What follows belongs to an exercise in optimizing a design on an open flow for small area, a short achievable clock period and few clock cycles per item; a production flow would make more cautious choices.
No functional check of the RTL was part of this run.

File: config.mk
export PLATFORM = sky130hd
export DESIGN_NAME = axis_csum_engine
export DESIGN_NICKNAME = axis_csum_engine
export VERILOG_FILES = /design/flow/design.v
export SDC_FILE = /design/flow/constraint.sdc
export NUM_CORES = 8
export LEC_CHECK = 0
export ABC_CLOCK_PERIOD_IN_PS = 4000
export CAP_MARGIN = 20
export CORE_AREA = 4 4 416 416
export DIE_AREA = 0 0 420 420
export SLEW_MARGIN = 20
File: constraint.sdc
create_clock -name core_clock -period 11.0 [get_ports {clk}]
set_input_delay 2.2000 -clock core_clock [delete_from_list [all_inputs] [get_ports {clk}]]
set_output_delay 2.2000 -clock core_clock [all_outputs]
set_load 0.01 [all_outputs]
File: design.v
module axis_csum_engine
#(
  parameter int unsigned DATA_WIDTH = 512,
  parameter int unsigned KEEP_WIDTH = DATA_WIDTH / 8,
  parameter int unsigned ID_WIDTH   = 8,
  parameter int unsigned DEST_WIDTH = 4,
  parameter int unsigned USER_WIDTH = 4,
  parameter int unsigned HDR_BYTES  = 20,
  parameter int unsigned ENABLE     = 1,
  parameter int unsigned OFF_WIDTH  = $clog2(KEEP_WIDTH)
) (
  input  logic                  clk,
  input  logic                  rst,
  input  logic                  csum_enable,
  input  logic                  csum_mode,
  input  logic [OFF_WIDTH-1:0]  csum_start,
  input  logic [OFF_WIDTH-1:0]  csum_offset,
  input  logic [DATA_WIDTH-1:0] s_axis_tdata,
  input  logic [KEEP_WIDTH-1:0] s_axis_tkeep,
  input  logic                  s_axis_tvalid,
  output logic                  s_axis_tready,
  input  logic                  s_axis_tlast,
  input  logic [ID_WIDTH-1:0]   s_axis_tid,
  input  logic [DEST_WIDTH-1:0] s_axis_tdest,
  input  logic [USER_WIDTH-1:0] s_axis_tuser,
  output logic [DATA_WIDTH-1:0] m_axis_tdata,
  output logic [KEEP_WIDTH-1:0] m_axis_tkeep,
  output logic                  m_axis_tvalid,
  input  logic                  m_axis_tready,
  output logic                  m_axis_tlast,
  output logic [ID_WIDTH-1:0]   m_axis_tid,
  output logic [DEST_WIDTH-1:0] m_axis_tdest,
  output logic [USER_WIDTH-1:0] m_axis_tuser,
  output logic                  m_stat_valid,
  output logic                  m_stat_ok,
  output logic                  m_stat_err
);
  logic in_frame, ld_in;
  assign s_axis_tready = !m_axis_tvalid || m_axis_tready;
  assign ld_in  = !m_axis_tvalid || (m_axis_tready && s_axis_tvalid);
  logic s1_valid, ld_out;
  assign ld_out = !m_axis_tvalid || (m_axis_tready && s1_valid);
  always_ff @(posedge clk) begin
    if (rst) in_frame <= 1'b0;
    else if (s_axis_tvalid && s_axis_tready) in_frame <= !s_axis_tlast;
  end
  logic [4:0]  a, ow;
  logic [31:0] ge, win, fld, kp, inc;
  logic        gen, hdr, err;
  assign a   = csum_start[5:1];
  assign ow  = csum_offset[5:1];
  assign gen = !csum_mode;
  assign hdr = !in_frame && csum_enable;
  always_comb begin
    for (int j = 0; j < 32; j++) begin
      ge[j]  = (a <= 5'(j));
      fld[j] = (ow == 5'(j));
      kp[j]  = s_axis_tkeep[2*j] && s_axis_tkeep[2*j+1];
    end
  end
  assign win = ge & ~{ge[21:0], 10'd0};
  assign inc = win & ~(fld & {32{gen}});
  assign err = csum_start[0] || csum_offset[0] || (a > 5'd22) ||
               !(|(win & fld)) || (|(win & ~kp));
  logic        s1_hdr, s1_err, s1_gok, s1_vchk, s1_last;
  logic [4:0]  s1_ow;
  logic [511:0] s1_data;
  logic [63:0] s1_keep;
  logic [7:0]  s1_id;
  logic [3:0]  s1_dest, s1_user;
  logic [31:0] s1_inc;
  always_ff @(posedge clk) begin
    if (rst) s1_valid <= 1'b0;
    else if (s_axis_tready) s1_valid <= s_axis_tvalid;
  end
  always_ff @(posedge clk) begin
    if (ld_in) begin
      s1_hdr  <= hdr;
      s1_err  <= hdr && err;
      s1_gok  <= hdr && !err && gen;
      s1_vchk <= hdr && !err && !gen;
      s1_ow   <= ow;
      s1_data <= s_axis_tdata;
      s1_keep <= s_axis_tkeep;
      s1_last <= s_axis_tlast;
      s1_id   <= s_axis_tid;
      s1_dest <= s_axis_tdest;
      s1_user <= s_axis_tuser;
      s1_inc  <= inc;
    end
  end
  wire [15:0] h0 = (s1_data[15:0] & {16{s1_inc[0]}}) |
                   (s1_data[175:160] & {16{s1_inc[10]}}) |
                   (s1_data[335:320] & {16{s1_inc[20]}}) |
                   (s1_data[495:480] & {16{s1_inc[30]}});
  wire [15:0] h1 = (s1_data[31:16] & {16{s1_inc[1]}}) |
                   (s1_data[191:176] & {16{s1_inc[11]}}) |
                   (s1_data[351:336] & {16{s1_inc[21]}}) |
                   (s1_data[511:496] & {16{s1_inc[31]}});
  wire [15:0] h2 = (s1_data[47:32] & {16{s1_inc[2]}}) |
                   (s1_data[207:192] & {16{s1_inc[12]}}) |
                   (s1_data[367:352] & {16{s1_inc[22]}});
  wire [15:0] h3 = (s1_data[63:48] & {16{s1_inc[3]}}) |
                   (s1_data[223:208] & {16{s1_inc[13]}}) |
                   (s1_data[383:368] & {16{s1_inc[23]}});
  wire [15:0] h4 = (s1_data[79:64] & {16{s1_inc[4]}}) |
                   (s1_data[239:224] & {16{s1_inc[14]}}) |
                   (s1_data[399:384] & {16{s1_inc[24]}});
  wire [15:0] h5 = (s1_data[95:80] & {16{s1_inc[5]}}) |
                   (s1_data[255:240] & {16{s1_inc[15]}}) |
                   (s1_data[415:400] & {16{s1_inc[25]}});
  wire [15:0] h6 = (s1_data[111:96] & {16{s1_inc[6]}}) |
                   (s1_data[271:256] & {16{s1_inc[16]}}) |
                   (s1_data[431:416] & {16{s1_inc[26]}});
  wire [15:0] h7 = (s1_data[127:112] & {16{s1_inc[7]}}) |
                   (s1_data[287:272] & {16{s1_inc[17]}}) |
                   (s1_data[447:432] & {16{s1_inc[27]}});
  wire [15:0] h8 = (s1_data[143:128] & {16{s1_inc[8]}}) |
                   (s1_data[303:288] & {16{s1_inc[18]}}) |
                   (s1_data[463:448] & {16{s1_inc[28]}});
  wire [15:0] h9 = (s1_data[159:144] & {16{s1_inc[9]}}) |
                   (s1_data[319:304] & {16{s1_inc[19]}}) |
                   (s1_data[479:464] & {16{s1_inc[29]}});
  wire [15:0] m0q0t = h0 ^ h1;
  wire [15:0] m0q0u = h2 ^ h3;
  wire [15:0] m0q0x = m0q0t ^ m0q0u;
  wire [15:0] m0q0o = (m0q0t & h2) | (~m0q0t & h0);
  wire [15:0] m0q0i = {m0q0o[14:0], m0q0o[15]};
  wire [15:0] m0q0s = m0q0x ^ m0q0i;
  wire [15:0] m0q0y = (m0q0x & m0q0i) | (~m0q0x & h3);
  wire [15:0] m0q1t = h4 ^ h5;
  wire [15:0] m0q1u = h6 ^ h7;
  wire [15:0] m0q1x = m0q1t ^ m0q1u;
  wire [15:0] m0q1o = (m0q1t & h6) | (~m0q1t & h4);
  wire [15:0] m0q1i = {m0q1o[14:0], m0q1o[15]};
  wire [15:0] m0q1s = m0q1x ^ m0q1i;
  wire [15:0] m0q1y = (m0q1x & m0q1i) | (~m0q1x & h7);
  wire [15:0] m1q0t = m0q0s ^ {m0q0y[14:0], m0q0y[15]};
  wire [15:0] m1q0u = m0q1s ^ {m0q1y[14:0], m0q1y[15]};
  wire [15:0] m1q0x = m1q0t ^ m1q0u;
  wire [15:0] m1q0o = (m1q0t & m0q1s) | (~m1q0t & m0q0s);
  wire [15:0] m1q0i = {m1q0o[14:0], m1q0o[15]};
  wire [15:0] m1q0s = m1q0x ^ m1q0i;
  wire [15:0] m1q0y = (m1q0x & m1q0i) | (~m1q0x & {m0q1y[14:0], m0q1y[15]});
  wire [15:0] m2q0t = m1q0s ^ {m1q0y[14:0], m1q0y[15]};
  wire [15:0] m2q0u = h8 ^ h9;
  wire [15:0] m2q0x = m2q0t ^ m2q0u;
  wire [15:0] m2q0o = (m2q0t & h8) | (~m2q0t & m1q0s);
  wire [15:0] m2q0i = {m2q0o[14:0], m2q0o[15]};
  wire [15:0] m2q0s = m2q0x ^ m2q0i;
  wire [15:0] m2q0y = (m2q0x & m2q0i) | (~m2q0x & h9);
  logic [15:0] sum, ck, ag, ap;
  assign ag = m2q0s & {m2q0y[14:0], m2q0y[15]};
  assign ap = m2q0s ^ {m2q0y[14:0], m2q0y[15]};
  logic [15:0] kg0, kp0;
  assign kg0 = ag | (ap & {ag[14:0], ag[15:15]});
  assign kp0 = ap & {ap[14:0], ap[15:15]};
  logic [15:0] kg1, kp1;
  assign kg1 = kg0 | (kp0 & {kg0[13:0], kg0[15:14]});
  assign kp1 = kp0 & {kp0[13:0], kp0[15:14]};
  logic [15:0] kg2, kp2;
  assign kg2 = kg1 | (kp1 & {kg1[11:0], kg1[15:12]});
  assign kp2 = kp1 & {kp1[11:0], kp1[15:12]};
  logic [15:0] kg3, kp3;
  assign kg3 = kg2 | (kp2 & {kg2[7:0], kg2[15:8]});
  assign sum = ap ^ {kg3[14:0], kg3[15]};
  assign ck  = ~sum;
  logic vok;
  assign vok = (ap == 16'hFFFF) || (ag == 16'hFFFF);
  logic [31:0] ins;
  logic [511:0] odata;
  always_comb begin
    for (int j = 0; j < 32; j++) begin
      ins[j] = s1_gok && (s1_ow == 5'(j));
      odata[16*j +: 16] = ins[j] ? ck : s1_data[16*j +: 16];
    end
  end
  always_ff @(posedge clk) begin
    if (rst) m_axis_tvalid <= 1'b0;
    else if (!m_axis_tvalid || m_axis_tready) m_axis_tvalid <= s1_valid;
  end
  always_ff @(posedge clk) begin
    if (ld_out) begin
      m_axis_tdata <= odata;
      m_axis_tkeep <= s1_keep;
      m_axis_tlast <= s1_last;
      m_axis_tid   <= s1_id;
      m_axis_tdest <= s1_dest;
      m_axis_tuser <= s1_user;
      m_stat_valid <= s1_hdr;
      m_stat_err   <= s1_err;
      m_stat_ok    <= s1_gok || (s1_vchk && vok);
    end
  end
endmodule
File: flow/run.sh
#!/bin/bash
set -euo pipefail
export BUFFER_PORTS_ARGS="-buffer_cell sky130_fd_sc_hd__buf_1"
export SETUP_SLACK_MARGIN=6.3
bash standard.sh finish > standard_make.log 2>&1
File: standard.sh
#!/bin/bash
# synth_recipe.tcl (not shown) runs the flow's synth.tcl, then flattens the netlist and writes it again
# the make line also repeats each setting of config.mk as NAME=value (left out here)
make -C /OpenROAD-flow-scripts/flow DESIGN_CONFIG=/design/flow/config.mk WORK_HOME=/design/flow/orfs CLKGATE_MAP_FILE= SYNTH_SCRIPT=/design/flow/synth_recipe.tcl "${@:-finish}"
==> notes.md <==
[final cells by class]
cell class	count	area [sq um]
fillers	15380	95660
clock inverters	83	857.1
multi-input cells	2070	16820
well taps	2204	2758
flip-flops and latches	1233	37000
diodes	49	122.6
repair buffers	1750	11060
inverters	26	102.6
clock buffers	168	3607
[worst reg2reg max path: cells and delay by family, from the launching register on]
family / cells / cell delay (ps)
mux: 1 / 300
flops: 1 / 420
fa+ha+maj: 2 / 600
buf+inv: 8 / 1360
compound gates: 7 / 1780
xor+xnor: 7 / 1340
[metrics by stage]
stage	instances	setup WS (ps)	util	hold WS, ps
after detailed placement	6901	3240	0.3506	404.5
after CTS	7477	5098	0.4195	394.4
after global routing	7571	4893	0.4303	419.5
after global placement	6894	3169	0.3503	400.4
after floorplan	3565	5880	-	400.3
final	7583	4932	0.4305	393.7
[sequential cells by signal, summed over array words and instances, names as in the netlist, 4 cells and up]
register and flops:
m_axis_tdata 512, s1_data 512, m_axis_tkeep 64, s1_keep 64
s1_inc 32, m_axis_tid 8, s1_id 8, s1_ow 5
m_axis_tdest 4, m_axis_tuser 4, s1_dest 4, s1_user 4
[placed cells by master, fill, tap and decap left out, drive strengths merged, types with 29 or more instances in the layout]
cell    Yosys  routed
o21ai     225     225
maj3       76      76
clkbuf    208     173
a21oi     408     408
nand2     289     289
a221oi     29      29
edfxtp   1230    1230
buf        28    1745
clkinv      0      57
mux2i      30      30
a222oi    128     128
inv        26      37
xnor2     172     172
nor2      385     385
diode       0      49
a22o       29      29
xor2       40      40
[timing repair]
action / 4_1_cts / 5_1_grt
setup buffers: 277 / 52
endpoints found under the setup margin: 517 / 517
resized for setup: 770 / 269
pin swaps: 205 / 105
gates cloned: 48 / 3
[worst max path at each step]
stage | start | end | slack, ps
4_1_cts | s1_inc[6] | m_axis_tdata[131] | 5100
3_3_place_gp | s1_inc[20] | m_axis_tdata[11] | 3170
6_report | s1_inc[6] | m_axis_tdata[131] | 4930
3_5_place_dp | s1_inc[31] | m_axis_tdata[267] | 3240
2_1_floorplan | m_axis_tready | s1_data[0] | 5880
5_1_grt | s1_inc[6] | m_axis_tdata[131] | 4890
[cells by family (layout without fill, tap and decap cells)]
| logic type | Yosys count | count (layout) | share of synthesized area |
|---|---|---|---|
| flip-flops | 1233 | 1233 | 0.7263 |
| multiplexers | 36 | 36 | 0.007222 |
| other | 0 | 49 | 0 |
| adder cells (fa/ha/maj) | 92 | 92 | 0.01906 |
| AO/OA/AOI/OAI | 926 | 926 | 0.1136 |
| XOR/XNOR | 244 | 244 | 0.05168 |
| AND/OR/NAND/NOR | 772 | 772 | 0.06185 |
| buffers and inverters | 262 | 2027 | 0.02024 |
[routing by layer]
| layer | track usage | wire length, um | vias to the layer above |
|---|---|---|---|
| met2 | 0.4913 | 130800 | 2896 |
| met3 | 0.07156 | 25680 | 543 |
| met5 | 0 | 62 | - |
| li1 | - | - | 17090 |
| met1 | 0.3702 | 102600 | 20910 |
| met4 | 0.1384 | 16130 | 10 |
==> qor.yml <==
yosysSeqAreaShare: 0.7263
fin_tns_setup_ps: 0
cts_sinks: 1233
skew_ps: 50.14
initial_core_util: 0.3032
tightest_slew_ps: 1192
relSlewSlack: 0.2036
grt_pass1_vias: 39320
cpMaxStageDelayCell: "a222oi_1"
cts_tree: "built"
ff2ff_path_depth: 25
root_buffer: "clkbuf_16"
worst-path-stages: 25
synth_common_cells: "edfxtp_1, a21oi_1, nor2_1, nand2_1, o21ai_0"
ant_nets: 0
core_area_sq_um: 168000
grt_pass1_wl_um: 352000
finalMaxSlewViolations: 0
r2r-end: "m_axis_tdata[131]"
synth_seq_cells: 1233
synthTopCellsByArea: "edfxtp_1, a21oi_1, xnor2_1, nor2_1, a222oi_1"
numCtsBuffers: 137
rsz0062_at_grt: "true"
crit_buf_inv: 8
path_class: "flop to flop"
cp_data_required_time_ps: 11500
portBuffers: 1208
synth_ff_type: "edfxtp_1"
max_freq_mhz: 164.8
path_max_fanout: 7
yosysTopAreaCellShare: 0.7251
gp_congestion: 0.9184
drt_iter0_markers: 6269
syn_area_sq_um: 50940
hold_path_class: "flop to flop"
cap_violations: 0
chipHeight_um: 420
syn_nets: 4192
clockBufferDepth: 3
fin_area_sq_um: 72310
syn_to_final_growth_pct: 41.97
synth_edf_count: 1230
synthCells: 3565
vias: 41450
htree_levels: 4
grt_max_degree: 159
status: "complete, no violations"
cts_hold_buf: 0
arrival_ps: 6570
ys_warn_count: 1
antenna_found_initial: 54
period_share: 0.5517
ys_types: 65
routedWlPerCell_um: 36.30
grt-ovfl-total: 0
r2r_slack_ps: 4930
drt_pass1_iterations: 11
hold_depth: 0
grt_usage: 0.2982
crit_family: "compound AO/OA/AOI/OAI gates"
rows: 150
wl_um: 275300
end_kind: "flop"
boundaryPins: 1209
hp-start: "s1_keep[51]"
crit_path_start_kind: "flop"
r2r-start: "s1_inc[6]"
period_minus_slack_ps: 6068
dieArea_sq_um: 176400
clk_pin_slew_ps: 60
dpl_cell_area_sq_um: 58890
avgSynthCellArea_sq_um: 14.29
clkLatencyLatePin_ps: 810
dp.final_hpwl_um: 184200
vias_per_cell: 5.466
setup_violations: 0
finalHoldViolCount: 0
whs_endpoint: "m_axis_tkeep[51]"
die_width_um: 420
drt_drc_violations_left: 0
drive_above_1_share: 0.2477
synth.most_common_cell: "edfxtp_1"
yosys.area.top_type: "edfxtp_1"
nets: 5845
cpPeakStageDelay_ps: 740
async_flop_share: 0

re-timing with driven ports:
No port has a modelled driver above. Below, the same layout with a new extraction and two added sets of constraints. Step 1 sets driving cells, clkbuf_16 on the clock port and buf_2 on the other inputs (assumed; they add their load-dependent delay and slew). Step 2 moves the port delays by t, midway between the first and last clock arrival at a register: inputs arrive t later, outputs are due t later. That takes back most of the time a late clock gives input paths. a / b / c = no drivers / after step 1 / after step 2; a / b = the first two.
t (ns): 0.867
setup WS [ns]: 4.932 / 4.932 / 4.932
worst setup path at the end: register to register
slew at the worst register clock pin (ns): 0.08 / 0.08
worst data-port slew with drivers (ns): 0.28
After both steps this run still meets setup and hold. The setup slack of this run moves by 0.000 ns with the drivers and by 0.000 ns with both steps.
